This design comes from an exercise in tuning for small area and a short achievable clock period on the open sky130 flow, not from production work. At most, simulation tests tie the RTL to the original design; equivalence was not proved.

// ooo_issue_exec_top
module ooo_issue_exec_top (
	input logic clk,
	input logic rst,
	input logic [1:0] issue_valid,
	input logic [3:0] issue0_tag,
	input logic [31:0] issue0_inst,
	input logic [31:0] issue0_pc,
	input logic issue0_src1_busy,
	input logic [31:0] issue0_src1,
	input logic issue0_src2_busy,
	input logic [31:0] issue0_src2,
	input logic [3:0] issue1_tag,
	input logic [31:0] issue1_inst,
	input logic [31:0] issue1_pc,
	input logic issue1_src1_busy,
	input logic [31:0] issue1_src1,
	input logic issue1_src2_busy,
	input logic [31:0] issue1_src2,
	input logic [15:0] bcast_rdy,
	input logic [511:0] bcast_data,
	input logic flush_valid,
	input logic [3:0] flush_front_tag,
	input logic [3:0] flush_rear_tag,
	input logic [3:0] flush_tag,
	output logic [1:0] accept,
	output logic [3:0] num_free,
	output logic result_valid,
	output logic [3:0] result_tag,
	output logic [31:0] result_data
);
	logic [7:0] valid;
	logic [7:0][3:0] tag;
	logic [7:0][3:0] op;
	logic [7:0] b1;
	logic [7:0] b2;
	logic [7:0][31:0] v1;
	logic [7:0][31:0] v2;
	logic [7:0] disp;
	logic [7:0] alloc0;
	logic [7:0] alloc1;
  ...
Size: roughly 8,800 cells after synthesis, about 860 I/O pins, about 0.080 mm² of cells after synthesis.
Settings: LEC_CHECK=0, CAP_MARGIN=20, CORE_ASPECT_RATIO=0.7, CORE_MARGIN=2, CORE_UTILIZATION=16, PLACE_DENSITY=0.22, SETUP_SLACK_MARGIN=4, SLEW_MARGIN=20, SYNTH_HIERARCHICAL=1, SYNTH_MINIMUM_KEEP_SIZE=0; clock period 8.5 ns.
run.sh (not shown) runs the stock make flow with config.mk's settings and CLKGATE_MAP_FILE= SYNTH_SCRIPT=/design/flow/synth_recipe.tcl, a recipe that flattens the netlist after the stock synthesis.
The starting point stopped in global routing on GRT-0232.
Change:
==> flow/flow/run.sh (new file) <==
#!/bin/bash
# The standard ORFS layout (the standard.sh, synthesis unchanged), with
# three settings changed: ports get a buf_2 instead of the default delay
# buffer, the synthesis buffers are removed before placement instead of a
# pre-placement timing repair, and global routing derates the layers a little
# less. The full make output goes to standard_flow.log; each step's tool log
# is under orfs/logs.
set -uo pipefail
bash standard.sh \
	"BUFFER_PORTS_ARGS=-buffer_cell sky130_fd_sc_hd__buf_2" \
	REMOVE_ABC_BUFFERS=1 \
	ROUTING_LAYER_ADJUSTMENT=0.45 \
	finish > standard_flow.log 2>&1
==> flow/standard.sh (new file) <==
#!/bin/bash
# synth_recipe.tcl (not shown) runs the flow's synth.tcl, then flattens the netlist and writes it again
# the make line also repeats each setting of config.mk as NAME=value (left out here)
make -C /OpenROAD-flow-scripts/flow DESIGN_CONFIG=/design/flow/config.mk WORK_HOME=/design/flow/orfs CLKGATE_MAP_FILE= SYNTH_SCRIPT=/design/flow/synth_recipe.tcl "${@:-finish}"
Settings changed: CORE_UTILIZATION 16 to 22, PLACE_DENSITY 0.22 to 0.28.
removed: flow/run.sh
The new run stopped in global routing with GRT-0232.
Synthesized area does not change.
Synthesized cell count stays the same.


== the previous run ==
Another version of the RTL of ooo_issue_exec_top (not shown whole).
For scale: about 8,700 cells after synthesis, about 670 flip-flops, ~860 I/O pins.
Settings: LEC_CHECK=0, CAP_MARGIN=20, CORE_MARGIN=2, CORE_UTILIZATION=25, SETUP_SLACK_MARGIN=4, SLEW_MARGIN=20, SYNTH_HIERARCHICAL=1, SYNTH_MINIMUM_KEEP_SIZE=0; clock period 8.5 ns.
Stock flow here: none of the scripts above is used.
In the summary table, the previous run is marked failed, with error GRT-0232 raised in global routing (5_1_grt).
diff inputs: the previous run => the current run
- setting PLACE_DENSITY to 0.3 for the first time
[summary]
From the current run to the previous run, synthesized cell count did not move at all.
The previous run -> the current run: hold buffer count at CTS delta 0, exact match
When the current run is set beside the previous run, its number of buffers created by CTS turns out to be 4 larger.
As of the current run, total placed cells including tap cells had fallen slightly compared to the previous run.
Relative to the previous run, detailed-placement wirelength estimate increased by 2.3% in the current run.
The current run: worst setup slack after placement lower than the previous run
Summary of the current run over the previous run: placer congestion estimate fell by about 4%; post-cts resize count rose by 215.
The previous run -> the current run: cell area after placement flat
Of the previous run and the current run, none finishes clean.
The current run: it failed during global routing (5_1_grt), and the tool reported GRT-0232.
The previous run did not make it past global routing (5_1_grt), where a tool error ended it.
No functional check of the RTL was part of any run of this note.
